Background: an optimization exercise with open tools, aiming at small area, a short achievable clock period and few clock cycles per item. Do not read the settings as production practice. The RTL was checked by simulation tests, not by an equivalence proof against the original design. Power figures rest on the tool's default switching activity, not on a simulated workload.

### flow/design.v
`timescale 1ns / 1ps
package sha256_pkg;
  typedef enum logic {
    OP_ABSORB = 1'b0,
    OP_FINISH = 1'b1
  } op_e;
  typedef struct packed {
    op_e        op;
    logic [7:0] data;
  } item_t;
  localparam logic [255:0] SHA_IV = {
    32'h5be0cd19, 32'h1f83d9ab, 32'h9b05688c, 32'h510e527f,
    32'ha54ff53a, 32'h3c6ef372, 32'hbb67ae85, 32'h6a09e667
  };
  localparam logic [7:0]  PAD_BYTE   = 8'h80;
endpackage
`timescale 1ns / 1ps
module sha256_front (
  input  logic       clk_i,
  input  logic       rst_ni,
  input  logic       s_axis_tvalid,
  output logic       s_axis_tready,
  input  logic [7:0] s_axis_tdata,    
  input  logic       s_axis_tuser,    
  output logic       q_valid_o,
  output sha256_pkg::item_t      q_item_o,
  input  logic       q_ready_i
);
  assign q_valid_o     = s_axis_tvalid;
  assign q_item_o.op   = s_axis_tuser ? sha256_pkg::OP_FINISH : sha256_pkg::OP_ABSORB;
  assign q_item_o.data = s_axis_tdata;
  assign s_axis_tready = q_ready_i;
endmodule
`timescale 1ns / 1ps
module sha256_core (
  input  logic              clk_i,
  input  logic              rst_ni,
  input  logic              blk_rdy_i,
  input  logic              blk_first_i,
  input  logic              blk_last_i,
  input  logic [15:0][31:0] blk_i,
  output logic              take_o,
  output logic              m_axis_tvalid,
  input  logic              m_axis_tready,
  output logic [31:0]       m_axis_tdata,
  output logic [2:0]        m_axis_tuser,
  output logic              m_axis_tlast
);
  function automatic logic [31:0] big0(input logic [31:0] x);
    big0 = {x[1:0], x[31:2]} ^ {x[12:0], x[31:13]} ^ {x[21:0], x[31:22]};
  endfunction
  function automatic logic [31:0] big1(input logic [31:0] x);
    big1 = {x[5:0], x[31:6]} ^ {x[10:0], x[31:11]} ^ {x[24:0], x[31:25]};
  endfunction
  function automatic logic [31:0] small0(input logic [31:0] x);
    small0 = {x[6:0], x[31:7]} ^ {x[17:0], x[31:18]} ^ {3'b000, x[31:3]};
  endfunction
  function automatic logic [31:0] small1(input logic [31:0] x);
    small1 = {x[16:0], x[31:17]} ^ {x[18:0], x[31:19]} ^ {10'b0, x[31:10]};
  endfunction
  function automatic logic [31:0] choose(input logic [31:0] e, input logic [31:0] f,
                                         input logic [31:0] g);
    choose = (e & f) ^ (~e & g);
  endfunction
  function automatic logic [31:0] major(input logic [31:0] a, input logic [31:0] b,
                                        input logic [31:0] c);
    major = (a & b) ^ (a & c) ^ (b & c);
  endfunction
  function automatic logic [31:0] round_k(input logic [5:0] t);
    unique case (t)
      6'd0: round_k = 32'h428a2f98;
      6'd1: round_k = 32'h71374491;
      6'd2: round_k = 32'hb5c0fbcf;
      6'd3: round_k = 32'he9b5dba5;
      6'd4: round_k = 32'h3956c25b;
      6'd5: round_k = 32'h59f111f1;
      6'd6: round_k = 32'h923f82a4;
      6'd7: round_k = 32'hab1c5ed5;
      6'd8: round_k = 32'hd807aa98;
      6'd9: round_k = 32'h12835b01;
      6'd10: round_k = 32'h243185be;
      6'd11: round_k = 32'h550c7dc3;
      6'd12: round_k = 32'h72be5d74;
      6'd13: round_k = 32'h80deb1fe;
      6'd14: round_k = 32'h9bdc06a7;
      6'd15: round_k = 32'hc19bf174;
      6'd16: round_k = 32'he49b69c1;
      6'd17: round_k = 32'hefbe4786;
      6'd18: round_k = 32'h0fc19dc6;
      6'd19: round_k = 32'h240ca1cc;
      6'd20: round_k = 32'h2de92c6f;
      6'd21: round_k = 32'h4a7484aa;
      6'd22: round_k = 32'h5cb0a9dc;
      6'd23: round_k = 32'h76f988da;
      6'd24: round_k = 32'h983e5152;
      6'd25: round_k = 32'ha831c66d;
      6'd26: round_k = 32'hb00327c8;
      6'd27: round_k = 32'hbf597fc7;
      6'd28: round_k = 32'hc6e00bf3;
      6'd29: round_k = 32'hd5a79147;
      6'd30: round_k = 32'h06ca6351;
      6'd31: round_k = 32'h14292967;
      6'd32: round_k = 32'h27b70a85;
      6'd33: round_k = 32'h2e1b2138;
      6'd34: round_k = 32'h4d2c6dfc;
      6'd35: round_k = 32'h53380d13;
      6'd36: round_k = 32'h650a7354;
      6'd37: round_k = 32'h766a0abb;
      6'd38: round_k = 32'h81c2c92e;
      6'd39: round_k = 32'h92722c85;
      6'd40: round_k = 32'ha2bfe8a1;
      6'd41: round_k = 32'ha81a664b;
      6'd42: round_k = 32'hc24b8b70;
      6'd43: round_k = 32'hc76c51a3;
      6'd44: round_k = 32'hd192e819;
      6'd45: round_k = 32'hd6990624;
      6'd46: round_k = 32'hf40e3585;
      6'd47: round_k = 32'h106aa070;
      6'd48: round_k = 32'h19a4c116;
      6'd49: round_k = 32'h1e376c08;
      6'd50: round_k = 32'h2748774c;
      6'd51: round_k = 32'h34b0bcb5;
      6'd52: round_k = 32'h391c0cb3;
      6'd53: round_k = 32'h4ed8aa4a;
      6'd54: round_k = 32'h5b9cca4f;
      6'd55: round_k = 32'h682e6ff3;
      6'd56: round_k = 32'h748f82ee;
      6'd57: round_k = 32'h78a5636f;
      6'd58: round_k = 32'h84c87814;
      6'd59: round_k = 32'h8cc70208;
      6'd60: round_k = 32'h90befffa;
      6'd61: round_k = 32'ha4506ceb;
      6'd62: round_k = 32'hbef9a3f7;
      6'd63: round_k = 32'hc67178f2;
    endcase
  endfunction
  function automatic logic [31:0] iv(input int i);
    iv = sha256_pkg::SHA_IV[32*i +: 32];
  endfunction
  logic [31:0] a1_q, a2_q, a3_q;
  logic [31:0] e0_q, e1_q, e2_q, e3_q;
  logic [31:0] t1_q, hkw_q, dhkw_q, kw_q;
  logic [15:0][31:0] w_q;
  logic [7:0][31:0]  chain_q;
  logic [5:0]  rnd_q, kidx_q, kidx_d;
  logic        run_q, fin_q, pre_q, pre_d;
  logic        hfirst_q, hlast_q;
  logic        obusy_q, ovalid_q, took_q, olast_q;
  logic [2:0]  oidx_q;
  logic        stall, take, ld_iv, last_rnd;
  logic [31:0] h0, h1, h2, h3, h4, h5, h6, h7;
  logic [31:0] s1, ch, esum, tsum, asum, sched;
  logic [31:0] sum1, sum2, sum3;
  logic [31:0] wsel, xh, hh, xd1, xd2;
  always_comb begin
    h0 = hfirst_q ? iv(0) : chain_q[0];
    h1 = hfirst_q ? iv(1) : chain_q[1];
    h2 = hfirst_q ? iv(2) : chain_q[2];
    h3 = hfirst_q ? iv(3) : chain_q[3];
    h4 = hfirst_q ? iv(4) : chain_q[4];
    h5 = hfirst_q ? iv(5) : chain_q[5];
    h6 = hfirst_q ? iv(6) : chain_q[6];
    h7 = hfirst_q ? iv(7) : chain_q[7];
  end
  assign stall    = fin_q & obusy_q;
  assign take     = blk_rdy_i & pre_q & ((fin_q & ~obusy_q) | (~run_q & ~fin_q));
  assign ld_iv    = take & blk_first_i;
  assign last_rnd = run_q & (rnd_q == 6'd63);
  assign take_o   = take;
  assign s1    = big1(e0_q);
  assign ch    = choose(e0_q, e1_q, e2_q);
  assign esum  = dhkw_q + s1 + ch;
  assign tsum  = hkw_q + s1 + ch;
  assign asum  = t1_q + big0(a1_q) + major(a1_q, a2_q, a3_q);
  assign sched = small1(w_q[14]) + w_q[9] + small0(w_q[1]) + w_q[0];
  assign sum1  = (last_rnd ? e0_q : a1_q) + (last_rnd ? h5 : h1);
  assign sum2  = (last_rnd ? e1_q : a2_q) + (last_rnd ? h6 : h2);
  assign sum3  = (last_rnd ? e2_q : a3_q) + (last_rnd ? h7 : h3);
  always_comb begin
    wsel = (run_q && rnd_q != 6'd63) ? w_q[2] : (kidx_q[0] ? blk_i[1] : blk_i[0]);
    if (run_q) begin
      xh  = e2_q;
      hh  = (rnd_q == 6'd62) ? h0 : 32'h0;
      xd1 = a2_q;
      xd2 = (rnd_q == 6'd62) ? h4 : 32'h0;
    end else begin
      xh  = blk_first_i ? iv(7) : e3_q;
      hh  = 32'h0;
      xd1 = blk_first_i ? iv(3) : a3_q;
      xd2 = (fin_q && !blk_first_i) ? h3 : 32'h0;
    end
  end
  always_comb begin
    pre_d = pre_q;
    if (last_rnd) pre_d = blk_rdy_i;
    else if (!run_q && !fin_q && blk_rdy_i) pre_d = 1'b1;
    if (take) pre_d = 1'b0;
    if (take) kidx_d = 6'd2;
    else if (run_q) begin
      if (rnd_q == 6'd63) kidx_d = 6'd1;
      else if (rnd_q == 6'd62) kidx_d = 6'd0;
      else kidx_d = kidx_q + 6'd1;
    end else if (fin_q) kidx_d = stall ? 6'd1 : 6'd0;
    else kidx_d = pre_d ? 6'd1 : 6'd0;
  end
  always_ff @(posedge clk_i or negedge rst_ni) begin
    if (!rst_ni) begin
      run_q    <= 1'b0;
      fin_q    <= 1'b0;
      pre_q    <= 1'b0;
      kidx_q   <= 6'd0;
      obusy_q  <= 1'b0;
      ovalid_q <= 1'b0;
      took_q   <= 1'b0;
    end else begin
      pre_q  <= pre_d;
      kidx_q <= kidx_d;
      if (take) begin
        run_q <= 1'b1;
      end else if (last_rnd) begin
        run_q <= 1'b0;
      end
      if (last_rnd) fin_q <= 1'b1;
      else if (fin_q && !stall) fin_q <= 1'b0;
      if (fin_q && !stall && hlast_q) begin
        obusy_q  <= 1'b1;
        ovalid_q <= 1'b1;
      end else begin
        if (ovalid_q && m_axis_tready) begin
          ovalid_q <= 1'b0;
          took_q   <= 1'b1;
        end
        if (took_q) begin
          took_q <= 1'b0;
          if (oidx_q == 3'd7) obusy_q <= 1'b0;
          else ovalid_q <= 1'b1;
        end
      end
    end
  end
  always_ff @(posedge clk_i) begin
    if (take) begin
      rnd_q    <= 6'd0;
      hfirst_q <= blk_first_i;
      hlast_q  <= blk_last_i;
    end else if (run_q) begin
      rnd_q <= rnd_q + 6'd1;
    end
    if (fin_q && !stall && hlast_q) begin
      oidx_q  <= 3'd0;
      olast_q <= 1'b0;
    end else if (took_q) begin
      oidx_q  <= oidx_q + 3'd1;
      olast_q <= (oidx_q == 3'd6);
    end
    if (!stall) kw_q <= round_k(kidx_q) + wsel;
    hkw_q  <= xh + kw_q + hh;
    dhkw_q <= xd1 + xd2 + xh + kw_q;
    for (int i = 0; i < 15; i++) w_q[i] <= take ? blk_i[i] : w_q[i+1];
    w_q[15] <= take ? blk_i[15] : sched;
    if (run_q) begin
      t1_q <= tsum;
      e0_q <= esum;
      if (rnd_q == 6'd63) begin
        e1_q <= sum1;
        e2_q <= sum2;
        e3_q <= sum3;
      end else begin
        e1_q <= e0_q;
        e2_q <= e1_q;
        e3_q <= e2_q;
      end
      a1_q <= (rnd_q == 6'd0) ? h0 : asum;
      a2_q <= a1_q;
      a3_q <= a2_q;
    end else if (ld_iv) begin
      a1_q <= iv(1);
      a2_q <= iv(2);
      a3_q <= iv(3);
      e0_q <= iv(4);
      e1_q <= iv(5);
      e2_q <= iv(6);
      e3_q <= iv(7);
    end else if (fin_q && !stall) begin
      a1_q <= sum1;
      a2_q <= sum2;
      a3_q <= sum3;
    end
    if (fin_q && !stall) begin
      chain_q[0] <= asum;
      chain_q[1] <= sum1;
      chain_q[2] <= sum2;
      chain_q[3] <= sum3;
      chain_q[4] <= e0_q;
      chain_q[5] <= e1_q;
      chain_q[6] <= e2_q;
      chain_q[7] <= e3_q;
    end else if (took_q) begin
      for (int i = 0; i < 7; i++) chain_q[i] <= chain_q[i+1];
    end
  end
  assign m_axis_tvalid = ovalid_q;
  assign m_axis_tdata  = chain_q[0];
  assign m_axis_tuser  = oidx_q;
  assign m_axis_tlast  = olast_q;
endmodule
`timescale 1ns / 1ps
module sha256_back (
  input  logic              clk_i,
  input  logic              rst_ni,
  input  logic              q_valid_i,
  input  sha256_pkg::item_t q_item_i,
  output logic              q_ready_o,
  input  logic              take_i,
  output logic              blk_rdy_o,
  output logic              blk_first_o,
  output logic              blk_last_o,
  output logic [15:0][31:0] blk_o
);
  logic [15:0][31:0] m_q;
  logic [23:0] acc_q;
  logic [1:0]  bcnt_q;
  logic [3:0]  wcnt_q;
  logic        mfull_q;
  logic        pad_q, p80_q, lenok_q;
  logic [5:0]  ffill_q;
  logic [54:0] blkcnt_q;
  logic        msgfirst_q, bfirst_q, blast_q;
  logic        is_fin, pop, push, blk_done, fin_blk;
  logic [31:0] pword, padword;
  logic [63:0] len;
  assign is_fin = (q_item_i.op == sha256_pkg::OP_FINISH);
  assign len    = {blkcnt_q, ffill_q, 3'b000};
  always_comb begin
    unique case (bcnt_q)
      2'd0: padword = {sha256_pkg::PAD_BYTE, 24'h0};
      2'd1: padword = {acc_q[7:0], sha256_pkg::PAD_BYTE, 16'h0};
      2'd2: padword = {acc_q[15:0], sha256_pkg::PAD_BYTE, 8'h0};
      default: padword = {acc_q[23:0], sha256_pkg::PAD_BYTE};
    endcase
  end
  always_comb begin
    q_ready_o = ~pad_q & ~((bcnt_q == 2'd3) & mfull_q);
    pop       = q_valid_i & q_ready_o;
    push      = 1'b0;
    pword     = {acc_q, q_item_i.data};
    if (pop && !is_fin && bcnt_q == 2'd3) push = 1'b1;
    if (pad_q && !mfull_q) begin
      push = 1'b1;
      if (!p80_q)                          pword = padword;
      else if (lenok_q && wcnt_q == 4'd14) pword = len[63:32];
      else if (lenok_q && wcnt_q == 4'd15) pword = len[31:0];
      else                                 pword = 32'h0;
    end
    blk_done = push & (wcnt_q == 4'd15);
    fin_blk  = pad_q & p80_q & lenok_q;
  end
  always_ff @(posedge clk_i or negedge rst_ni) begin
    if (!rst_ni) begin
      bcnt_q     <= 2'd0;
      wcnt_q     <= 4'd0;
      mfull_q    <= 1'b0;
      pad_q      <= 1'b0;
      p80_q      <= 1'b0;
      lenok_q    <= 1'b0;
      blkcnt_q   <= 55'd0;
      msgfirst_q <= 1'b1;
    end else begin
      if (push) wcnt_q <= wcnt_q + 4'd1;
      if (take_i) mfull_q <= 1'b0;
      if (blk_done) begin
        mfull_q    <= 1'b1;
        msgfirst_q <= fin_blk;
      end
      if (pop) begin
        if (is_fin) begin
          pad_q   <= 1'b1;
          p80_q   <= 1'b0;
          lenok_q <= 1'b0;
        end else begin
          bcnt_q <= bcnt_q + 2'd1;
          if (bcnt_q == 2'd3 && wcnt_q == 4'd15) blkcnt_q <= blkcnt_q + 55'd1;
        end
      end
      if (pad_q && push) begin
        if (!p80_q) begin
          p80_q  <= 1'b1;
          bcnt_q <= 2'd0;
          if (wcnt_q <= 4'd13) lenok_q <= 1'b1;
        end
        if (blk_done) begin
          if (fin_blk) begin
            pad_q    <= 1'b0;
            lenok_q  <= 1'b0;
            blkcnt_q <= 55'd0;
          end else begin
            lenok_q <= 1'b1;
          end
        end
      end
    end
  end
  always_ff @(posedge clk_i) begin
    if (push) begin
      for (int i = 0; i < 15; i++) m_q[i] <= m_q[i+1];
      m_q[15] <= pword;
    end
    if (pop && !is_fin) acc_q <= {acc_q[15:0], q_item_i.data};
    if (pop && is_fin) ffill_q <= {wcnt_q, bcnt_q};
    if (blk_done) begin
      bfirst_q <= msgfirst_q;
      blast_q  <= fin_blk;
    end
  end
  assign blk_rdy_o   = mfull_q;
  assign blk_first_o = bfirst_q;
  assign blk_last_o  = blast_q;
  assign blk_o       = m_q;
endmodule
`timescale 1ns / 1ps
module sha256_byte_stream_hasher_top (
  input  logic        clk_i,
  input  logic        rst_ni,
  input  logic        s_axis_tvalid,
  output logic        s_axis_tready,
  input  logic [7:0]  s_axis_tdata,    
  input  logic        s_axis_tuser,    
  output logic        m_axis_tvalid,
  input  logic        m_axis_tready,
  output logic [31:0] m_axis_tdata,    
  output logic [2:0]  m_axis_tuser,    
  output logic        m_axis_tlast     
);
  logic              q_valid;
  logic              q_ready;
  sha256_pkg::item_t q_item;
  logic              take;
  logic              blk_rdy, blk_first, blk_last;
  logic [15:0][31:0] blk;
  sha256_front u_front (
    .clk_i         (clk_i),
    .rst_ni        (rst_ni),
    .s_axis_tvalid (s_axis_tvalid),
    .s_axis_tready (s_axis_tready),
    .s_axis_tdata  (s_axis_tdata),
    .s_axis_tuser  (s_axis_tuser),
    .q_valid_o     (q_valid),
    .q_item_o      (q_item),
    .q_ready_i     (q_ready)
  );
  sha256_back u_back (
    .clk_i       (clk_i),
    .rst_ni      (rst_ni),
    .q_valid_i   (q_valid),
    .q_item_i    (q_item),
    .q_ready_o   (q_ready),
    .take_i      (take),
    .blk_rdy_o   (blk_rdy),
    .blk_first_o (blk_first),
    .blk_last_o  (blk_last),
    .blk_o       (blk)
  );
  sha256_core u_core (
    .clk_i         (clk_i),
    .rst_ni        (rst_ni),
    .blk_rdy_i     (blk_rdy),
    .blk_first_i   (blk_first),
    .blk_last_i    (blk_last),
    .blk_i         (blk),
    .take_o        (take),
    .m_axis_tvalid (m_axis_tvalid),
    .m_axis_tready (m_axis_tready),
    .m_axis_tdata  (m_axis_tdata),
    .m_axis_tuser  (m_axis_tuser),
    .m_axis_tlast  (m_axis_tlast)
  );
endmodule
### flow/flow/run.sh
#!/bin/bash
set -euo pipefail
MARGIN=$(cat flow/margin.txt)
sed "s/SETUP_SLACK_MARGIN=[0-9.]*/SETUP_SLACK_MARGIN=${MARGIN}/" standard.sh > standard_margin.sh
bash standard_margin.sh > standard.log 2>&1
### flow/flow/margin.txt
8.5
### flow/standard.sh
#!/bin/bash
# synth_recipe.tcl (not shown) runs the flow's synth.tcl, then flattens the netlist and writes it again
# the make line also repeats each setting of config.mk as NAME=value (left out here)
make -C /OpenROAD-flow-scripts/flow DESIGN_CONFIG=/design/flow/config.mk WORK_HOME=/design/flow/orfs CLKGATE_MAP_FILE= SYNTH_SCRIPT=/design/flow/synth_recipe.tcl "${@:-finish}"
### flow/config.mk
export PLATFORM = sky130hd
export DESIGN_NAME = sha256_byte_stream_hasher_top
export DESIGN_NICKNAME = sha256_byte_stream_hasher_top
export VERILOG_FILES = /design/flow/design.v
export SDC_FILE = /design/flow/constraint.sdc
export NUM_CORES = 4
export LEC_CHECK = 0
export CAP_MARGIN = 20
export CORE_MARGIN = 2
export CORE_UTILIZATION = 50
export CTS_BUF_LIST = sky130_fd_sc_hd__clkbuf_8
export SETUP_SLACK_MARGIN = 5
export SLEW_MARGIN = 20
export TNS_END_PERCENT = 0
### flow/constraint.sdc
create_clock -name core_clock -period 12.0 [get_ports {clk_i}]
set_input_delay 2.4000 -clock core_clock [delete_from_list [all_inputs] [get_ports {clk_i}]]
set_output_delay 2.4000 -clock core_clock [all_outputs]
set_load 0.01 [all_outputs]
==> results of run 1 <==
[flip-flops by register name, indices dropped and copies added (netlist names), 3 cells and up]
signal / count
u_core.e3_q: 32
u_core.kidx_q: 6
u_back.ffill_q: 6
u_core.kw_q: 32
u_core.e1_q: 32
u_back.acc_q: 24
u_core.a3_q: 32
u_core.a2_q: 32
u_core.e0_q: 32
u_back.blkcnt_q: 55
u_core.hkw_q: 32
u_core.w_q: 512
u_core.t1_q: 32
u_core.chain_q: 256
u_core.a1_q: 32
u_back.wcnt_q: 4
u_core.dhkw_q: 32
u_core.oidx_q: 3
u_core.rnd_q: 6
u_back.m_q: 512
u_core.e2_q: 32
[final timing paths]
check | cells after the start | end | from
worst max-delay path | 21 | u_core.kw_q[24] | u_core.kidx_q[0]
worst min register to register | 2 | u_core.w_q[250] | u_core.w_q[282]
min in group asynchronous | 1 | u_back.blkcnt_q[51] | rst_ni
worst max register to register | 21 | u_core.kw_q[24] | u_core.kidx_q[0]
worst min-delay path | 2 | u_core.w_q[250] | u_core.w_q[282]
max in group asynchronous | 2 | u_core.kidx_q[3] | rst_ni
[cell families after synthesis]
logic type / share of synthesized area [%]
compound gates: 12.0
xor+xnor: 5.51
fa+ha+maj: 10.3
buf+inv: 4.10
flops: 50.3
mux: 1.35
simple gates: 16.4
[power by group]
part           internal [W]  leakage (nW)  switching [W]
Sequential          0.00645          16.3      0.0000888
Clock               0.00287          3.53        0.00255
Combinational      0.000175          24.8       0.000323
[layer usage]
metal | wire length, um | vias up
met1 | 133000 | 34900
met5 | 13 | -
met2 | 145000 | 3281
li1 | - | 32600
met4 | 20900 | 2
met3 | 26000 | 766
[through the flow]
| stage | area (um2) | hold WS (ps) | power [W] | worst slack, ps |
|---|---|---|---|---|
| detailed placement | 94900 | 403 | 0.00714 | 5400 |
| global route | 103000 | 387 | 0.0128 | 6760 |
| finish | 103000 | 389 | 0.0124 | 6910 |
| global placement | 94900 | 401 | 0.00714 | 5440 |
| floorplan | 92400 | 399 | 0.00694 | 6690 |
| CTS | 102000 | 383 | 0.0125 | 6940 |
[cell type report]
type                       count  area, um2  share of cell area [%]
clock inverter               192        890                   0.861
timing repair buffer         283       2880                    2.79
multi-input combinational   6805      43200                    41.8
inverter                     460       1770                    1.71
sequential                  1754      46400                    44.9
tap                         2464       3080                    2.98
antenna                        8       20.0                  0.0194
clock buffer                 368       5060                    4.90
[worst register-to-register path, stage by stage (launching register included)]
cell,delay (ps)
dfrtp_2,500
clkinvlp_4,300
ha_4,440
nand2_4,170
nand2_1,130
nand2_1,60
o311ai_0,160
o21ai_0,210
a21oi_2,190
ha_2,220
inv_1,70
fa_1,460
nor2b_1,110
o21ai_0,150
a21oi_2,240
o211ai_1,180
a31o_2,280
a21o_1,230
a31oi_4,260
nand2_1,120
o211ai_1,200
a22o_1,260
[layout by cell type (no fill, tap or decap), types with 42 or more instances in the layout]
| cell | synthesis | final |
|---|---|---|
| nand2_1 | 2783 | 2772 |
| edfxtp_1 | 1090 | 1090 |
| dfxtp_1 | 586 | 576 |
| inv_1 | 459 | 572 |
| o21ai_0 | 540 | 530 |
| a21oi_1 | 471 | 452 |
| nor2_1 | 450 | 437 |
| clkbuf_8 | 0 | 368 |
| xnor2_1 | 384 | 366 |
| ha_1 | 346 | 324 |
| fa_1 | 256 | 254 |
| xor2_1 | 197 | 196 |
| buf_4 | 32 | 177 |
| a21o_1 | 162 | 162 |
| nand3_1 | 132 | 129 |
| dfrtp_1 | 77 | 70 |
| nor3_1 | 74 | 69 |
| o211ai_1 | 63 | 63 |
| mux2i_1 | 57 | 57 |
| a211oi_1 | 52 | 48 |
| clkdlybuf4s50_1 | 0 | 48 |
| and3_1 | 47 | 47 |
| nand2b_1 | 49 | 47 |
| a31oi_1 | 51 | 43 |
| nor2b_1 | 45 | 42 |
| o21a_1 | 42 | 42 |
[repair_timing]
action / 4_1_cts / 5_1_grt
setup endpoints to repair: 1628 / 1663
hold buffers: 0 / 0
pin swaps: 30 / 51
setup buffers: 70 / 50
gates cloned: 7 / 4
resized for setup: 178 / 96
==> metrics.md, run 1 <==
| Metric | Value |
|---|---|
| Outcome | `no timing/DRC/antenna violations` |
| Non-Filler Instances | `12300` |
| Req. time, crit path | `12850 ps` |
| # clock sinks | `1754` |
| Die Width | `434 um` |
| Static Leak | `44.6 nW` |
| Iteration-0 DRC count of the detailed router | `7809` |
| Filler Cells Inserted | `16300` |
| CP Class | `reg -> reg` |
| Syn_nets | `10100` |
| CP Max Fanout | `14` |
| Post-DR wirelength/cell | `26.3 um` |
| Area Growth Syn to Fin | `12.0%` |
| Synth cell count leaders | `nand2_1, edfxtp_1, dfxtp_1` |
| CP startpoint kind | `flop` |
| CTS tree | `yes` |
| Drt via density | `5.80` |
| H-tree depth | `5` |
| Root Driver | `clkbuf_8` |
| Clock skew | `99.0 ps` |
| Placed cells | `11600` |
| Met3 usage | `5.61%` |
| ANT nets after route | `0` |
| Die area | `0.188 mm2` |
| Syn Inst Count | `9533` |
| Worst-margin pin slew | `1100 ps` |
| Detailed Route WL | `325 mm` |
| Count of different cell masters after synthesis | `98` |
| Count leader, synth | `nand2_1` |
| Port bufs | `50` |
| HP Class | `reg -> reg` |
| Final Util | `56.4%` |
| RSZ-0062 raised after global routing | `true` |
| Worst-Skew Late Latency | `1070 ps` |
| Final hold violations | `0` |
| Vias in the first global route | `67300` |
| Crit path arrival time | `5940 ps` |
| Chip height | `434 um` |
| Count of warnings emitted by yosys | `2` |
| Crit path cell chain | `clkinvlp_4 -> ha_4 -> nand2_4 -> nand2_1 -> nand2_1 -> o311ai_0 -> o21ai_0 -> a21oi_2 -> ha_2 -> inv_1 -> fa_1 -> nor2b_1 -> o21ai_0 -> a21oi_2 -> o211ai_1 -> a31o_2 -> a21o_1 -> a31oi_4 -> nand2_1 -> o211ai_1 -> a22o_1` |
| Flops & latches, synth | `1754` |
| Setup-failing EPs final | `0` |
| Post-DP HPWL | `229 mm` |
| Nature of the critical path endpoint | `flop` |
| Initial core utilization | `50.4%` |
| Largest net degree at the start of global routing | `198` |
| GRT Total Usage | `34.0%` |
| # IOs | `51` |
| Critical Path Max Stage Delay | `500 ps` |
| Max-Cap Viols | `0` |
| Longest Clk Path Bufs | `4` |
| Antenna violations before repair | `9` |
| DR DRC count | `0` |
| Max-slew violations | `0` |
| Area share of the largest cell type after synthesis | `35.5%` |
| Cell family with most CP delay | `compound AO/OA/AOI/OAI gates` |
| Clk slew on worst S/H paths | `60 ps` |
| GPL Wtd Cong | `1.00` |
| Slowest stage cell, crit path | `dfrtp_2` |
| Vias | `71600` |
| Fin crit share | `42.4%` |
| Cell repeated most along the worst path | `nand2_1` |
| Detailed Routing Iterations Pass 1 | `6` |
| Mapped Area | `0.0923 mm2` |
| Core area | `0.183 mm2` |
| EDFF count, synth | `1090` |
| Met1 usage | `46.0%` |
| M2 GR Usage | `52.1%` |
| Sequential fraction of the synthesis area | `50.3%` |
| Layout cells sized above 1 | `9.37%` |
| Post-layout min period | `5090 ps` |
| Most used DFF post-synth | `edfxtp_1` |
| Residual overflow from global routing | `0` |
| Buffer and inverter count on the worst path | `2` |
| Number of CTS-inserted buffers | `321` |
| Async S/R FF share, synth | `4.45%` |
| Max Freq | `0.196 GHz` |
| IR drop worst, VDD | `0.000133 V` |
| Synth area leaders | `edfxtp_1, dfxtp_1, nand2_1` |
| Site Rows | `157` |
| FF-to-FF setup slack | `6910 ps` |
| Setup_tns | `0 ps` |
| Biggest area consumer among synthesized cells | `edfxtp_1` |
| Power per Cell Area | `120 mW/mm2` |
| Mean Syn Cell Area | `9.69 um2` |
| Final nets | `10200` |
| Worst relative slew slack | `26.9%` |
| Global-route wire length before repair | `464 mm` |
| GR peak layer | `met2` |
Testbench counts, summed over its fixed seeds: cycles 72,292, bytes 62,794.
==> inputs of run 2 (changes only) <==
--- a/flow/config.mk
+++ b/flow/config.mk
@@ -8,6 +8,5 @@
 export CAP_MARGIN = 20
 export CORE_MARGIN = 2
-export CORE_UTILIZATION = 50
-export CTS_BUF_LIST = sky130_fd_sc_hd__clkbuf_8
+export CORE_UTILIZATION = 60
 export SETUP_SLACK_MARGIN = 5
 export SLEW_MARGIN = 20
==> run 2 against run 1 <==
Still clean on timing, DRC and antenna. Clock skew decreased by 9.5 ps. Non-clock buffer count decreased by 37. Hold slack improved by 8.9 ps. Global-route usage increased by 4.4 points. Wire length decreased by 5.6%. Via count increased by 0.35%. Worst setup slack got worse by 140 ps. Critical path type unchanged. Largest cell class unchanged.
==> metrics.md, run 2 <==
| Metric | Value |
|---|---|
| Outcome | `no timing/DRC/antenna violations (unchanged)` |
| Syn_nets | `10100 (unchanged)` |
| ANT nets after route | `0 (unchanged)` |
| CP startpoint kind | `flop (unchanged)` |
| Site Rows | `143 (was 157)` |
| Detailed Routing Iterations Pass 1 | `9 (was 6)` |
| DP Area | `0.0942 mm2 (was 0.0949 mm2)` |
| DR DRC count | `0 (unchanged)` |
| CP Class | `reg -> reg (unchanged)` |
| # clock sinks | `1754 (unchanged)` |
| Layout cells sized above 1 | `7.38% (was 9.37%)` |
| Final hold slack | `398 ps (was 389 ps)` |
| GPL Wtd Cong | `1.06 (was 1.00)` |
| Most used DFF post-synth | `edfxtp_1 (unchanged)` |
| Number of CTS-inserted buffers | `179 (was 321)` |
| Final nets | `10100 (was 10200)` |
| Setup_tns | `0 ps (unchanged)` |
| Drt via density | `6.17 (was 5.80)` |
| Reg2reg end | `u_core.t1_q[30] (was u_core.kw_q[24])` |
| HP Class | `reg -> reg (unchanged)` |
| Die Width | `396 um (was 434 um)` |
| GR peak layer | `met2 (unchanged)` |
| Syn Inst Count | `9533 (unchanged)` |
| Worst R2R Path Depth | `13 (was 21)` |
| Vias | `71800 (was 71600)` |
| Detailed Route WL | `307 mm (was 325 mm)` |
| H-tree depth | `4 (was 5)` |
| Commonest cells after routing, fill and taps aside | `nand2_1, edfxtp_1, dfxtp_1 (unchanged)` |
| Post-layout min period | `5230 ps (was 5090 ps)` |
| Fin crit share | `43.6% (was 42.4%)` |
| Final Util | `67.3% (was 56.4%)` |
| Crit path arrival time | `5780 ps (was 5940 ps)` |
| Max-Cap Viols | `0 (unchanged)` |
| RSZ-0062 raised after global routing | `true (unchanged)` |
| Static Leak | `43.7 nW (was 44.6 nW)` |
| Die area | `0.157 mm2 (was 0.188 mm2)` |
| Mapped Area | `0.0923 mm2 (unchanged)` |
| Synth cell count leaders | `nand2_1, edfxtp_1, dfxtp_1 (unchanged)` |
| Commonest non-fill, non-tap cell in the layout | `nand2_1 (unchanged)` |
| CTS tree | `yes (unchanged)` |
| Initial core utilization | `60.6% (was 50.4%)` |
| Nature of the critical path endpoint | `flop (unchanged)` |
| Power per Cell Area | `124 mW/mm2 (was 120 mW/mm2)` |
| Top Registers | `u_back.m_q (512), u_core.w_q (512), u_core.chain_q (256) (unchanged)` |
| Sequential fraction of the synthesis area | `50.3% (unchanged)` |
| Count of warnings emitted by yosys | `2 (unchanged)` |
| Global-route wire length before repair | `443 mm (was 464 mm)` |
| Clock skew | `89.5 ps (was 99.0 ps)` |
| Post-DR wirelength/cell | `26.4 um (was 26.3 um)` |
| CP startpoint | `u_core.e0_q[21] (was u_core.kidx_q[0])` |
| Largest net degree at the start of global routing | `216 (was 198)` |
| IR drop worst, VDD | `0.000147 V (was 0.000133 V)` |
| Worst Setup EP | `u_core.t1_q[30] (was u_core.kw_q[24])` |
| FF-to-FF setup slack | `6770 ps (was 6910 ps)` |
| Synth area leaders | `edfxtp_1, dfxtp_1, nand2_1 (unchanged)` |
| Area share of the largest cell type after synthesis | `35.5% (unchanged)` |
| Final hold violations | `0 (unchanged)` |
| M2 GR Usage | `58.5% (was 52.1%)` |
| Longest Clk Path Bufs | `3 (was 4)` |
| Core area | `0.152 mm2 (was 0.183 mm2)` |
| Setup-failing EPs final | `0 (unchanged)` |
| Biggest area consumer among synthesized cells | `edfxtp_1 (unchanged)` |
| Req. time, crit path | `12550 ps (was 12850 ps)` |
| Iteration-0 DRC count of the detailed router | `8746 (was 7809)` |
| CP Max Fanout | `7 (was 14)` |
| Flops & latches, synth | `1754 (unchanged)` |
| Max-slew violations | `0 (unchanged)` |
| Count leader, synth | `nand2_1 (unchanged)` |
| Mean Syn Cell Area | `9.69 um2 (unchanged)` |
| Clk slew on worst S/H paths | `60 ps (about the same)` |
| Met1 usage | `49.6% (was 46.0%)` |
| Root Driver | `clkbuf_16 (was clkbuf_8)` |
| Count of different cell masters after synthesis | `98 (unchanged)` |
| Worst-margin pin slew | `1300 ps (was 1100 ps)` |
| Async S/R FF share, synth | `4.45% (unchanged)` |
| Worst-Skew Late Latency | `860 ps (was 1070 ps)` |
| Area Growth Syn to Fin | `11.1% (was 12.0%)` |
| WHS Path Cells | `2 (unchanged)` |
| Chip height | `396 um (was 434 um)` |
| Antenna violations before repair | `9 (unchanged)` |
| Max Freq | `0.191 GHz (was 0.196 GHz)` |
| Post-DP HPWL | `214 mm (was 229 mm)` |
| Post-route cell area | `0.103 mm2 (about the same)` |
| Met3 usage | `8.58% (was 5.61%)` |
| Port bufs | `50 (unchanged)` |
| GRT Total Usage | `38.3% (was 34.0%)` |
| Vias in the first global route | `67600 (was 67300)` |
| EDFF count, synth | `1090 (unchanged)` |
| # IOs | `51 (unchanged)` |
| Residual overflow from global routing | `0 (unchanged)` |
| Worst r2r src | `u_core.e0_q[21] (was u_core.kidx_q[0])` |
| Worst relative slew slack | `13.3% (was 26.9%)` |
[run 2: changes by cell type in the layout (fill, tap and decap cells not counted), moves of 8 or more]
cell	change
buf_4	-44
a21oi_2	-8
a21oi_1	+8
clkinv_1	-13
clkbuf_8	-356
clkinv_16	+12
clkbuf_1	+63
bufinv_16	+9
inv_1	-128
clkbuf_16	+182
[run 2: metrics by stage]
stage	worst slack, ps	instances	power (W)
global route	6770	11600	0.0130
finish	6770	11600	0.0127
floorplan	6690	9533	0.00694
CTS	7010	11600	0.0127
global placement	5690	11200	0.00713
detailed placement	5560	11200	0.00713
[run 2: power by group]
group	switching (W)	internal (W)
Combinational	0.000329	0.000174
Sequential	0.0000845	0.00644
Clock	0.00249	0.00318
[run 2: worst min-delay path by stage]
stage                     slack [ps]         endpoint            start
after floorplan                  400  u_core.w_q[100]  u_core.w_q[132]
after global placement           400  u_core.w_q[129]  u_core.w_q[161]
after detailed placement         400  u_core.w_q[354]  u_core.w_q[386]
after CTS                        390  u_core.w_q[332]  u_core.w_q[364]
after global routing             410  u_core.w_q[332]  u_core.w_q[364]
final                            400   u_core.w_q[97]  u_core.w_q[129]
[run 2: routing by layer]
| layer | up-vias | share of wire, % |
|---|---|---|
| met5 | - | 0.013 |
| met4 | 6 | 8.0 |
| met3 | 1015 | 10 |
| met2 | 4039 | 44 |
| met1 | 34600 | 37 |
| li1 | 32200 | - |
[run 2: worst max-delay path, stage by stage (launching register included)]
cell and delay [ps]:
edfxtp_1 820, xnor2_1 200, xnor2_1 370, fa_1 490, ha_1 360, and3_1 250
nand3_1 110, nor2_1 200, nand3_1 190, a21boi_0 570, a21oi_1 360, o211ai_1 330
a21oi_1 130, xnor2_1 590
[run 2: timing repair]
action                                   CTS  global route
buffers inserted                          82            19
endpoints found under the setup margin  1717          1700
pin swaps                                 41            29
cloned                                    13             4
endpoints found under the hold margin      0             0
gates resized for setup                  191            46
hold buffers                               0             0
[run 2: cells by family after synthesis]
family	Yosys count	share of synthesized area (%)
and+or+nand+nor	3740	16.4
AOI/OAI and AO/OA	1768	12.0
DFF	1754	50.3
buffers and inverters	975	4.10
adders and majority gates	611	10.3
xor gates and xnor gates	581	5.51
muxes	104	1.35
[run 2: layout make-up]
cell class                 count  area, um2
fill                       12000      49900
timing repair buffer         246       2730
sequential                  1754      46400
multi-input combinational   6806      43000
antenna                        2       5.00
tap                         2030       2540
clock buffer                 256       4930
inverter                     460       1780
timing repair inverter         2       17.5
clock inverter                82       1070
==> inputs of run 3 (changes only) <==
--- a/flow/config.mk
+++ b/flow/config.mk
@@ -8,5 +8,6 @@
 export CAP_MARGIN = 20
 export CORE_MARGIN = 2
-export CORE_UTILIZATION = 60
+export CORE_UTILIZATION = 50
+export PLACE_DENSITY = 0.72
 export SETUP_SLACK_MARGIN = 5
 export SLEW_MARGIN = 20
==> run 3 against run 2 <==
Fmax increased by 4.0%. Sequential power about the same. Clock power increased by 3.5%. Sequential share of layout area decreased by 0.43 points. Power increased by 1.5%. First-iteration DRC count increased by 6.2%. Clock skew decreased by 5.2 ps. Largest cell class unchanged. Via count increased by 0.16%. Wire length increased by 0.70%.
==> metrics.md, run 3 <==
| Metric | Value |
|---|---|
| Antenna violations before repair | `4 (was 9)` |
| Total chip power | `0.0129 W (was 0.0127 W)` |
| Core area | `0.183 mm2 (was 0.152 mm2)` |
| Count leader, synth | `nand2_1 (unchanged)` |
| Synth area leaders | `edfxtp_1, dfxtp_1, nand2_1 (unchanged)` |
| Drt via density | `5.95 (was 6.17)` |
| Detailed Routing Iterations Pass 1 | `7 (was 9)` |
| Uppermost routed layer | `met4 (was met5)` |
| # clock sinks | `1754 (unchanged)` |
| Site Rows | `157 (was 143)` |
| Outcome | `no timing/DRC/antenna violations (unchanged)` |
| Syn_nets | `10100 (unchanged)` |
| Biggest area consumer among synthesized cells | `edfxtp_1 (unchanged)` |
| Vias in the first global route | `68100 (was 67600)` |
| Largest net degree at the start of global routing | `212 (was 216)` |
| Vias | `71900 (was 71800)` |
| Chip height | `434 um (was 396 um)` |
| CP Class | `reg -> reg (unchanged)` |
| PnR worst setup slack | `6970 ps (was 6770 ps)` |
| Cell family with most CP delay | `compound AO/OA/AOI/OAI gates (unchanged)` |
| EDFF count, synth | `1090 (unchanged)` |
| Static Leak | `44.0 nW (was 43.7 nW)` |
| Area share of the largest cell type after synthesis | `35.5% (unchanged)` |
| ANT nets after route | `0 (unchanged)` |
| Clock skew | `84.4 ps (was 89.5 ps)` |
| Die Width | `434 um (was 396 um)` |
| HP Class | `reg -> reg (unchanged)` |
| Top Registers | `u_back.m_q (512), u_core.w_q (512), u_core.chain_q (256) (unchanged)` |
| CTS tree | `yes (unchanged)` |
| Metal3 WL | `30.1 mm (was 31.7 mm)` |
| Hold path start | `u_core.w_q[214] (was u_core.w_q[129])` |
| Final nets | `10100 (about the same)` |
| Sequential fraction of the synthesis area | `50.3% (unchanged)` |
| GPL Wtd Cong | `0.997 (was 1.06)` |
| Flops & latches, synth | `1754 (unchanged)` |
| Fin crit share | `41.9% (was 43.6%)` |
| Mean Syn Cell Area | `9.69 um2 (unchanged)` |
| GRT Total Usage | `32.0% (was 38.3%)` |
| Worst relative slew slack | `27.6% (was 13.3%)` |
| Syn Inst Count | `9533 (unchanged)` |
| Final hold violations | `0 (unchanged)` |
| Count of different cell masters after synthesis | `98 (unchanged)` |
| Met2 wire length | `139 mm (was 135 mm)` |
| Max-slew violations | `0 (unchanged)` |
| Commonest non-fill, non-tap cell in the layout | `nand2_1 (unchanged)` |
| Post-placement worst setup slack | `5300 ps (was 5560 ps)` |
| Setup_tns | `0 ps (unchanged)` |
| CP Max Fanout | `40 (was 7)` |
| Layout cells sized above 1 | `7.62% (was 7.38%)` |
| Setup-failing EPs final | `0 (unchanged)` |
| Crit path cell chain | `buf_4 -> inv_6 -> buf_8 -> nand2_1 -> nor2_1 -> fa_1 -> ha_1 -> a21o_1 -> a21oi_1 -> o211ai_1 -> a31oi_1 -> a21oi_1 -> nor3_2 -> nor2_1 -> a21o_1 -> a21oi_1 -> xnor2_1 (was xnor2_1 -> xnor2_1 -> fa_1 -> ha_1 -> and3_1 -> nand3_1 -> nor2_1 -> nand3_1 -> a21boi_0 -> a21oi_1 -> o211ai_1 -> a21oi_1 -> xnor2_1)` |
| Worst-margin pin slew | `1090 ps (was 1300 ps)` |
| Async S/R FF share, synth | `4.45% (unchanged)` |
| Power per Cell Area | `125 mW/mm2 (was 124 mW/mm2)` |
| Filler Cells Inserted | `15500 (was 12000)` |
| Max-Cap Viols | `0 (unchanged)` |
| Post-DR wirelength/cell | `25.5 um (was 26.4 um)` |
| Req. time, crit path | `12760 ps (was 12550 ps)` |
| Critical Path Max Stage Delay | `460 ps (was 820 ps)` |
| Global-route wire length before repair | `444 mm (was 443 mm)` |
| Metal1 wirelength | `115 mm (about the same)` |
| Residual overflow from global routing | `0 (unchanged)` |
| Crit path arrival time | `5790 ps (was 5780 ps)` |
| H-tree depth | `4 (unchanged)` |
| Slowest stage cell, crit path | `fa_1 (was edfxtp_1)` |
| Detailed Route WL | `309 mm (was 307 mm)` |
| Iteration-0 DRC count of the detailed router | `9286 (was 8746)` |
| Worst r2r src | `u_core.hfirst_q (was u_core.e0_q[21])` |
| Buffer and inverter count on the worst path | `3 (was 0)` |
| CP startpoint kind | `flop (unchanged)` |
| DR DRC count | `0 (unchanged)` |
| RSZ-0062 raised after global routing | `true (unchanged)` |
| Initial core utilization | `50.4% (was 60.6%)` |
| Hold-fix buffers at CTS | `0 (unchanged)` |
| Post-layout min period | `5030 ps (was 5230 ps)` |
| Clk slew on worst S/H paths | `60 ps (about the same)` |
| FF-to-FF setup slack | `6970 ps (was 6770 ps)` |
| Number of CTS-inserted buffers | `181 (was 179)` |
| Nature of the critical path endpoint | `flop (unchanged)` |
| Root Driver | `clkbuf_16 (unchanged)` |
| Die area | `0.188 mm2 (was 0.157 mm2)` |
| # IOs | `51 (unchanged)` |
| Synth cell count leaders | `nand2_1, edfxtp_1, dfxtp_1 (unchanged)` |
| Mapped Area | `0.0923 mm2 (unchanged)` |
| Max Freq | `0.199 GHz (was 0.191 GHz)` |
| Count of warnings emitted by yosys | `2 (unchanged)` |
| CP startpoint | `u_core.hfirst_q (was u_core.e0_q[21])` |
| Commonest cells after routing, fill and taps aside | `nand2_1, edfxtp_1, dfxtp_1 (unchanged)` |
| Final hold slack | `394 ps (was 398 ps)` |
| Area Growth Syn to Fin | `12.1% (was 11.1%)` |
| Longest Clk Path Bufs | `3 (unchanged)` |
| Most used DFF post-synth | `edfxtp_1 (unchanged)` |
| Post-DP HPWL | `213 mm (was 214 mm)` |
| Worst-Skew Late Latency | `890 ps (was 860 ps)` |
| Cell repeated most along the worst path | `a21oi_1 (was xnor2_1)` |
| IR drop worst, VDD | `0.000171 V (was 0.000147 V)` |
| Port bufs | `50 (unchanged)` |
-- run 3: cell counts after synthesis --
No cell type changed its count.
-- run 3: per-layer routing --
layer	track usage, %	vias to the layer above
met4	21.8	0
li1	-	32200
met2	49.8	3860
met5	0	-
met1	40.3	34900
met3	6.50	967
-- run 3: worst paths after layout --
path / to / depth (start not counted)
setup / recovery: u_core.hkw_q[29] / 17
hold / removal: u_core.w_q[182] / 2
setup reg to reg: u_core.hkw_q[29] / 17
hold reg to reg: u_core.w_q[182] / 2
max in group asynchronous: u_back.blkcnt_q[6] / 2
min in group asynchronous: u_back.wcnt_q[2] / 1
-- run 3: power breakdown --
part | total, W | leakage, nW | switching, W | internal (W)
logic | 0.000493 | 24.8 | 0.000319 | 0.000174
clock network | 0.00587 | 3.01 | 0.00253 | 0.00334
registers | 0.00653 | 16.3 | 0.0000835 | 0.00644
total | 0.0129 | 44.0 | 0.00293 | 0.00996
-- run 3: metrics by stage --
step	area (um2)	instances	utilization, %
3_5_place_dp	94800	11600	51.7
2_1_floorplan	92400	9533	-
4_1_cts	103000	12000	56.0
5_1_grt	104000	12100	56.5
3_3_place_gp	94800	11600	51.7
6_report	104000	12100	56.5
-- run 3: tightest hold or removal path, stage by stage, from the launching register on --
cell,delay [ps]
dfxtp_1,310
nand2_1,40
nand2_1,50
-- run 3: timing repair --
item                                     CTS  global route
pin swaps                                 27            32
endpoints found under the setup margin  1581          1668
cloned                                    12             7
buffers inserted                          68            31
resized for setup                        140            97
-- run 3: cell type report --
type                    count  area [um2]  share of cell area [%]
repair inverters            1        8.76                 0.00846
clock buffers             246        5030                    4.86
well taps                2464        3080                    2.98
flip-flops and latches   1754       46400                    44.9
diodes                      6        15.0                  0.0145
multi-input cells        6806       43100                    41.6
clock inverters            95        1210                    1.16
inverters                 460        1780                    1.71
repair buffers            262        2920                    2.82
-- run 3: cells by family after synthesis --
group	synth area share [%]
AND/OR/NAND/NOR	16.4
AO/OA/AOI/OAI	12.0
flip-flops	50.3
buffers and inverters	4.10
adder cells (fa/ha/maj)	10.3
XOR/XNOR	5.51
multiplexers	1.35
==> inputs of run 4 (changes only) <==
--- a/flow/config.mk
+++ b/flow/config.mk
@@ -9,5 +9,4 @@
 export CORE_MARGIN = 2
 export CORE_UTILIZATION = 50
-export PLACE_DENSITY = 0.72
 export SETUP_SLACK_MARGIN = 5
 export SLEW_MARGIN = 20
==> run 4 against run 3 <==
Global-route usage up 1.7 points. Register-to-register slack worse by 70 ps. Utilization up 0.078 points. Via count down 1.6%. Non-clock buffer count up 5. Still clean. Sequential share of layout area down 0.055 points. Synthesized area unchanged.
==> metrics.md, run 4 <==
| Metric | Value |
|---|---|
| Synth cell count leaders | `nand2_1, edfxtp_1, dfxtp_1 (unchanged)` |
| Clk slew on worst S/H paths | `60 ps (about the same)` |
| Worst r2r src | `u_core.a1_q[8] (was u_core.hfirst_q)` |
| H-tree depth | `4 (unchanged)` |
| Residual overflow from global routing | `0 (unchanged)` |
| Biggest area consumer among synthesized cells | `edfxtp_1 (unchanged)` |
| EDFF count, synth | `1090 (unchanged)` |
| Mapped Area | `0.0923 mm2 (unchanged)` |
| Placed cells | `11600 (about the same)` |
| Fin crit share | `42.5% (was 41.9%)` |
| Largest net degree at the start of global routing | `198 (was 212)` |
| FF-to-FF setup slack | `6900 ps (was 6970 ps)` |
| Non-Filler Instances | `12100 (about the same)` |
| Filler Cells Inserted | `16100 (was 15500)` |
| Power per Cell Area | `125 mW/mm2 (about the same)` |
| Max Freq | `0.196 GHz (was 0.199 GHz)` |
| Async S/R FF share, synth | `4.45% (unchanged)` |
| Final hold violations | `0 (unchanged)` |
| Setup-failing EPs final | `0 (unchanged)` |
| Worst-margin pin slew | `1150 ps (was 1090 ps)` |
| Max-slew violations | `0 (unchanged)` |
| Number of CTS-inserted buffers | `185 (was 181)` |
| Core area | `0.183 mm2 (unchanged)` |
| Worst relative slew slack | `23.5% (was 27.6%)` |
| Top Registers | `u_back.m_q (512), u_core.w_q (512), u_core.chain_q (256) (unchanged)` |
| GPL Wtd Cong | `1.00 (was 0.997)` |
| Count leader, synth | `nand2_1 (unchanged)` |
| Worst R2R Path Depth | `15 (was 17)` |
| # clock sinks | `1754 (unchanged)` |
| Drt via density | `5.85 (was 5.95)` |
| Die Width | `434 um (unchanged)` |
| GRT Total Usage | `33.7% (was 32.0%)` |
| CP startpoint kind | `flop (unchanged)` |
| Post-placement worst setup slack | `5400 ps (was 5300 ps)` |
| DR DRC count | `0 (unchanged)` |
| Detailed Routing Iterations Pass 1 | `10 (was 7)` |
| CP Max Fanout | `7 (was 40)` |
| Iteration-0 DRC count of the detailed router | `7946 (was 9286)` |
| Antenna violations before repair | `6 (was 4)` |
| Nature of the critical path endpoint | `flop (unchanged)` |
| Commonest non-fill, non-tap cell in the layout | `nand2_1 (unchanged)` |
| Detailed Route WL | `321 mm (was 309 mm)` |
| Area share of the largest cell type after synthesis | `35.5% (unchanged)` |
| Initial core utilization | `50.4% (unchanged)` |
| Mean Syn Cell Area | `9.69 um2 (unchanged)` |
| ANT nets after route | `0 (unchanged)` |
| Worst-Skew Late Latency | `880 ps (was 890 ps)` |
| Reg2reg end | `u_core.a1_q[30] (was u_core.hkw_q[29])` |
| Most used DFF post-synth | `edfxtp_1 (unchanged)` |
| RSZ-0062 raised after global routing | `true (unchanged)` |
| IR drop worst, VDD | `0.000114 V (was 0.000171 V)` |
| Count of warnings emitted by yosys | `2 (unchanged)` |
| Flops & latches, synth | `1754 (unchanged)` |
| Synth area leaders | `edfxtp_1, dfxtp_1, nand2_1 (unchanged)` |
| Outcome | `no timing/DRC/antenna violations (unchanged)` |
| Crit path arrival time | `5710 ps (was 5790 ps)` |
| # IOs | `51 (unchanged)` |
| Site Rows | `157 (unchanged)` |
| Syn Inst Count | `9533 (unchanged)` |
| Sequential fraction of the synthesis area | `50.3% (unchanged)` |
| HP Class | `reg -> reg (unchanged)` |
| CP Class | `reg -> reg (unchanged)` |
| Count of different cell masters after synthesis | `98 (unchanged)` |
| Post-DR wirelength/cell | `26.6 um (was 25.5 um)` |
| Vias in the first global route | `66100 (was 68100)` |
| Port bufs | `50 (unchanged)` |
| Longest Clk Path Bufs | `3 (unchanged)` |
| Total chip power | `0.0129 W (about the same)` |
| Chip height | `434 um (unchanged)` |
| Req. time, crit path | `12610 ps (was 12760 ps)` |
| Die area | `0.188 mm2 (unchanged)` |
| Syn_nets | `10100 (unchanged)` |
| Final nets | `10100 (about the same)` |
| Layout cells sized above 1 | `8.19% (was 7.62%)` |
| Post-layout min period | `5100 ps (was 5030 ps)` |
| Vias | `70800 (was 71900)` |
| Post-DP HPWL | `229 mm (was 213 mm)` |
| Global-route wire length before repair | `460 mm (was 444 mm)` |
| CTS tree | `yes (unchanged)` |
| Area Growth Syn to Fin | `12.3% (was 12.1%)` |
| Final hold slack | `412 ps (was 394 ps)` |
| Commonest cells after routing, fill and taps aside | `nand2_1, edfxtp_1, dfxtp_1 (unchanged)` |
| CP startpoint | `u_core.a1_q[8] (was u_core.hfirst_q)` |
| Worst Setup EP | `u_core.a1_q[30] (was u_core.hkw_q[29])` |
| Root Driver | `clkbuf_16 (unchanged)` |
| Setup_tns | `0 ps (unchanged)` |
| Static Leak | `44.1 nW (was 44.0 nW)` |
| PnR worst setup slack | `6900 ps (was 6970 ps)` |
| Clock skew | `82.2 ps (was 84.4 ps)` |
| Max-Cap Viols | `0 (unchanged)` |
[run 4: worst min path at each step]
stage	from	end	slack, ps	cells past startpoint
2_1_floorplan	u_core.w_q[132]	u_core.w_q[100]	400	2
3_3_place_gp	u_core.w_q[495]	u_core.w_q[463]	400	2
3_5_place_dp	u_core.w_q[283]	u_core.w_q[251]	400	2
4_1_cts	u_core.w_q[239]	u_core.w_q[207]	420	2
5_1_grt	u_back.blast_q	u_core.hlast_q	420	0
6_report	u_core.w_q[500]	u_core.w_q[468]	410	2
[run 4: cell type report]
class | instances | area, um2 | area share, %
Antenna cell | 4 | 10.0 | 0.00965
Multi-Input combinational cell | 6805 | 43300 | 41.7
Sequential cell | 1754 | 46400 | 44.8
Inverter | 460 | 1770 | 1.71
Tap cell | 2464 | 3080 | 2.97
Clock inverter | 85 | 1000 | 0.967
Clock buffer | 267 | 5290 | 5.10
Timing Repair Buffer | 267 | 2810 | 2.71
[run 4: what timing repair did]
item,in CTS,in global routing
gates resized for setup,178,102
pin swaps,32,44
endpoints found under the setup margin,1630,1670
buffers inserted,64,40
gates cloned,7,3
hold buffers,0,0
[run 4: where the power goes]
| part | switching [W] | internal, W | leakage (nW) | total (W) |
|---|---|---|---|---|
| Sequential | 0.0000887 | 0.00644 | 16.3 | 0.00653 |
| Clock | 0.00256 | 0.00334 | 3.08 | 0.00590 |
| Combinational | 0.000322 | 0.000176 | 24.7 | 0.000498 |
[run 4: critical path, stage by stage (launching register included)]
cell and delay, ps:
edfxtp_1 740, xor2_1 200, xnor2_2 270, fa_1 560, inv_1 50, ha_1 330
o21a_1 130, o21ai_0 100, o31ai_1 530, o21ai_1 260, a21oi_2 350, a41oi_2 300
o41ai_2 570, mux2i_1 130, a21oi_1 220, o21ai_1 90
[run 4: kinds of logic (layout without fill, tap and decap cells)]
| family | Yosys count | in the layout | synth area share, % |
|---|---|---|---|
| and+or+nand+nor | 3740 | 3741 | 16.4 |
| adders and majority gates | 611 | 611 | 10.3 |
| other | 0 | 4 | 0 |
| muxes | 104 | 104 | 1.35 |
| xor gates and xnor gates | 581 | 581 | 5.51 |
| AOI/OAI and AO/OA | 1768 | 1768 | 12.0 |
| buffers and inverters | 975 | 1079 | 4.10 |
| DFF | 1754 | 1754 | 50.3 |
[run 4: through the flow]
stage	area, um2	utilization [%]
finish	104000	56.6
global route	104000	56.6
CTS	103000	56.0
detailed placement	94900	51.8
global placement	94900	51.8
floorplan	92400	-
[run 4: per-layer routing]
metal | track usage [%] | wire length, um | up-vias
met3 | 5.23 | 24300 | 704
met5 | 0 | 12 | -
met1 | 45.9 | 133000 | 34600
met2 | 51.9 | 144000 | 3186
met4 | 17.9 | 20200 | 2
li1 | - | - | 32300
==> inputs of run 5 (changes only) <==
--- a/flow/config.mk
+++ b/flow/config.mk
@@ -9,4 +9,7 @@
 export CORE_MARGIN = 2
 export CORE_UTILIZATION = 50
+export CTS_CLUSTER_DIAMETER = 90
+export CTS_CLUSTER_SIZE = 22
+export PLACE_DENSITY = 0.72
 export SETUP_SLACK_MARGIN = 5
 export SLEW_MARGIN = 20
==> run 5 against run 4 <==
Cell count down 1.5%. Still clean. First-iteration DRC count up 11%. Synthesized cell count unchanged. Fmax about the same. Clock power down 35%. Clock-buffer cell count down 115. Via count about the same. Utilization down 1.9 points. Synthesized area unchanged. Clock skew down 16 ps. Largest power group unchanged. Non-clock buffer count down 24. Die area unchanged.
==> metrics.md, run 5 <==
| Metric | Value |
|---|---|
| # IOs | `51 (unchanged)` |
| Metal1 wirelength | `114 mm (was 133 mm)` |
| Longest Clk Path Bufs | `3 (unchanged)` |
| Worst relative slew slack | `26.8% (was 23.5%)` |
| Count leader, synth | `nand2_1 (unchanged)` |
| Req. time, crit path | `12540 ps (was 12610 ps)` |
| Post-placement worst setup slack | `5300 ps (was 5400 ps)` |
| Post-DR wirelength/cell | `25.5 um (was 26.6 um)` |
| Worst-Skew Late Latency | `830 ps (was 880 ps)` |
| Mux cell area share after synthesis | `1.35% (unchanged)` |
| Largest net degree at the start of global routing | `212 (was 198)` |
| Count of different cell masters after synthesis | `98 (unchanged)` |
| Cell family with most CP delay | `compound AO/OA/AOI/OAI gates (unchanged)` |
| Commonest non-fill, non-tap cell in the layout | `nand2_1 (unchanged)` |
| Power per Cell Area | `108 mW/mm2 (was 125 mW/mm2)` |
| ANT nets after route | `0 (unchanged)` |
| Slowest stage cell, crit path | `edfxtp_1 (unchanged)` |
| Count of warnings emitted by yosys | `2 (unchanged)` |
| FF-to-FF setup slack | `6900 ps (about the same)` |
| CTS tree | `yes (unchanged)` |
| Post-layout min period | `5100 ps (about the same)` |
| HP Class | `reg -> reg (unchanged)` |
| Met2 wire length | `137 mm (was 144 mm)` |
| Critical Path Max Stage Delay | `950 ps (was 740 ps)` |
| Drt via density | `5.95 (was 5.85)` |
| Buffer and inverter count on the worst path | `0 (was 1)` |
| Site Rows | `157 (unchanged)` |
| Post-synthesis xor/xnor area fraction | `5.51% (unchanged)` |
| Reg2reg end | `u_core.t1_q[28] (was u_core.a1_q[30])` |
| GRT Total Usage | `31.6% (was 33.7%)` |
| Hold path start | `u_core.w_q[407] (was u_core.w_q[500])` |
| Crit path arrival time | `5640 ps (was 5710 ps)` |
| Most used DFF post-synth | `edfxtp_1 (unchanged)` |
| Max-slew violations | `0 (unchanged)` |
| Iteration-0 DRC count of the detailed router | `8782 (was 7946)` |
| Detailed Routing Iterations Pass 1 | `7 (was 10)` |
| Final nets | `9980 (was 10100)` |
| Detailed Route WL | `304 mm (was 321 mm)` |
| CP startpoint kind | `flop (unchanged)` |
| Max Freq | `0.196 GHz (about the same)` |
| Commonest cells after routing, fill and taps aside | `nand2_1, edfxtp_1, dfxtp_1 (unchanged)` |
| Area share of the largest cell type after synthesis | `35.5% (unchanged)` |
| Chip height | `434 um (unchanged)` |
| Nature of the critical path endpoint | `flop (unchanged)` |
| CP Max Fanout | `7 (unchanged)` |
| Post-Synth Simple-Gate Area | `16.4% (unchanged)` |
| Die Width | `434 um (unchanged)` |
| Syn_nets | `10100 (unchanged)` |
| Hold-fix buffers at CTS | `0 (unchanged)` |
| Initial core utilization | `50.4% (unchanged)` |
| PnR worst setup slack | `6900 ps (about the same)` |
| Outcome | `no timing/DRC/antenna violations (unchanged)` |
| Largest family of logic cells by synthesized area | `simple AND/OR/NAND/NOR gates (unchanged)` |
| Worst-margin pin slew | `1100 ps (was 1150 ps)` |
| Global-route wire length before repair | `439 mm (was 460 mm)` |
| DR DRC count | `0 (unchanged)` |
| Sequential fraction of the synthesis area | `50.3% (unchanged)` |
| Hold Path End | `u_core.w_q[375] (was u_core.w_q[468])` |
| Die area | `0.188 mm2 (unchanged)` |
| Biggest area consumer among synthesized cells | `edfxtp_1 (unchanged)` |
| Post-Synth Adder-Cell Area | `10.3% (unchanged)` |
| Antenna violations before repair | `10 (was 6)` |
| Residual overflow from global routing | `0 (unchanged)` |
| Clock skew | `65.7 ps (was 82.2 ps)` |
| Metal3 WL | `28.6 mm (was 24.3 mm)` |
| Vias in the first global route | `67000 (was 66100)` |
| EDFF count, synth | `1090 (unchanged)` |
| Flops & latches, synth | `1754 (unchanged)` |
| IR drop worst, VDD | `0.000115 V (was 0.000114 V)` |
| Worst r2r src | `u_core.e0_q[8] (was u_core.a1_q[8])` |
| Top Registers | `u_back.m_q (512), u_core.w_q (512), u_core.chain_q (256) (unchanged)` |
| Synth Area in Compound Gates | `12.0% (unchanged)` |
| Post-DP HPWL | `213 mm (was 229 mm)` |
| Uppermost routed layer | `met5 (unchanged)` |
| Max-Cap Viols | `0 (unchanged)` |
| Async S/R FF share, synth | `4.45% (unchanged)` |
| Fin crit share | `42.5% (about the same)` |
| Port bufs | `50 (unchanged)` |
| Vias | `70900 (was 70800)` |
| GPL Wtd Cong | `0.997 (was 1.00)` |
| Number of CTS-inserted buffers | `100 (was 185)` |
| Synth area leaders | `edfxtp_1, dfxtp_1, nand2_1 (unchanged)` |
| Post-route cell area | `0.100 mm2 (was 0.104 mm2)` |
| RSZ-0062 raised after global routing | `true (unchanged)` |
| Mapped Area | `0.0923 mm2 (unchanged)` |
| Mean Syn Cell Area | `9.69 um2 (unchanged)` |
| Crit path cell chain | `mux2_2 -> fa_1 -> ha_1 -> and3_1 -> nand3_1 -> nor2_1 -> nand3_1 -> a21boi_0 -> a21oi_1 -> o211a_1 -> o21bai_1 -> a21oi_1 -> xnor2_1 (was xor2_1 -> xnor2_2 -> fa_1 -> inv_1 -> ha_1 -> o21a_1 -> o21ai_0 -> o31ai_1 -> o21ai_1 -> a21oi_2 -> a41oi_2 -> o41ai_2 -> mux2i_1 -> a21oi_1 -> o21ai_1)` |
| Final Util | `54.7% (was 56.6%)` |
| Setup_tns | `0 ps (unchanged)` |
| Root Driver | `clkbuf_16 (unchanged)` |
| Core area | `0.183 mm2 (unchanged)` |
| Clk slew on worst S/H paths | `100 ps (was 60 ps)` |
| Worst R2R Path Depth | `13 (was 15)` |
| Layout cells sized above 1 | `6.10% (was 8.19%)` |
| H-tree depth | `3 (was 4)` |
| Area Growth Syn to Fin | `8.49% (was 12.3%)` |
| DP Area | `0.0948 mm2 (was 0.0949 mm2)` |
| Final hold violations | `0 (unchanged)` |
| Setup-failing EPs final | `0 (unchanged)` |
| WHS Path Cells | `2 (unchanged)` |
| Synth cell count leaders | `nand2_1, edfxtp_1, dfxtp_1 (unchanged)` |
| Syn Inst Count | `9533 (unchanged)` |
| Static Leak | `42.4 nW (was 44.1 nW)` |
| CP Class | `reg -> reg (unchanged)` |
| # clock sinks | `1754 (unchanged)` |
==> run 5: cell count changes in the layout (fill, tap and decap cells not counted), sizes merged <==
cell / before / now
clkbuf: 270 / 157
clkinv: 65 / 16
buf: 209 / 183
bufinv: 11 / 0
inv: 466 / 476
clkinvlp: 3 / 4
diode: 4 / 5
nor2: 452 / 451
or2: 12 / 13
==> run 5: metal layers <==
metal	GRT usage [%]	vias to the layer above
met5	0	-
met4	21.2	8
met3	6.37	873
met2	49.3	3688
met1	39.9	34300
li1	-	32000
==> run 5: where the power goes <==
group | switching [W] | internal (W) | leakage, nW | total [W]
Clock | 0.00218 | 0.00165 | 1.52 | 0.00383
Combinational | 0.000317 | 0.000173 | 24.6 | 0.000491
Sequential | 0.0000817 | 0.00644 | 16.3 | 0.00652
==> run 5: final cells by class <==
cell class                      count  area, um2
Inverter                          460       1770
Clock inverter                     35        475
Antenna cell                        5       12.5
Clock buffer                      152       2730
Fill cell                       16000      83100
Timing Repair inverter              1       8.76
Sequential cell                  1754      46400
Tap cell                         2464       3080
Multi-Input combinational cell   6805      43000
Timing Repair Buffer              243       2660
==> run 5: cells by family after synthesis <==
kind of cell             Yosys count
multiplexers                     104
AO/OA/AOI/OAI                   1768
adder cells (fa/ha/maj)          611
AND/OR/NAND/NOR                 3740
XOR/XNOR                         581
buffers and inverters            975
flip-flops                      1754
==> run 5: what timing repair did <==
action / in CTS / in global routing
gates resized for setup: 133 / 93
endpoints found under the setup margin: 1596 / 1667
pin swaps: 32 / 26
gates cloned: 11 / 4
setup buffers: 63 / 22
==> run 5: stage by stage <==
stage | hold WS, ps | total power [W] | cells
after detailed placement | 403 | 0.00713 | 11600
after floorplan | 399 | 0.00694 | 9533
after CTS | 395 | 0.0109 | 11900
final | 395 | 0.0108 | 11900
after global routing | 418 | 0.0111 | 11900
after global placement | 401 | 0.00712 | 11600
==> run 5: worst max-delay path by stage <==
stage,from,endpoint,slack [ps],depth (start not counted)
2_1_floorplan,s_axis_tvalid,u_back.wcnt_q[3],6690,5
3_3_place_gp,u_core.run_q,u_core.dhkw_q[31],5290,23
3_5_place_dp,u_core.run_q,u_core.dhkw_q[31],5300,23
4_1_cts,u_core.run_q,u_core.dhkw_q[31],6890,22
5_1_grt,u_core.run_q,u_core.dhkw_q[28],6830,21
6_report,u_core.e0_q[8],u_core.t1_q[28],6900,13
==> run 5: tightest hold or removal path, stage by stage, from the launching register on <==
cell	delay, ps
dfxtp_1	310
nand2_1	50
nand2_1	40

## separate check: timing with driven ports
The results above use ideal ports. As a check the final layouts listed here were re-extracted and re-timed, cells and wires unchanged.
Step 1 assumes that a clkbuf_16 drives the clock port and a buf_2 every other input.
Step 2 also shifts input and output timing later by t, the mid clock arrival at the registers, as if the neighbouring blocks saw the same clock.
a / b / c = no drivers / after step 1 / after step 2; a / b = the first two.
run | t, ns | setup slack, ns | worst hold slack (ns) | cell pins on the clock port's net
run 1 | 1.106 | 6.909 / 6.909 / 6.604 | 0.389 / 0.389 / 0.389 | 1
run 2 | 0.896 | 6.766 / 6.766 / 6.299 | 0.398 / 0.398 / 0.398 | 1
run 3 | 0.936 | 6.970 / 6.970 / 6.258 | 0.394 / 0.394 / 0.394 | 1
run 4 | 0.931 | 6.899 / 6.899 / 6.617 | 0.412 / 0.412 / 0.412 | 1
run 5 | 0.888 | 6.898 / 6.898 / 6.357 | 0.395 / 0.395 / 0.395 | 1
After both steps every run listed still meets setup and hold. For run 3, which loses most, drivers alone change the setup slack by 0.000 ns; drivers and shift together by -0.712 ns.
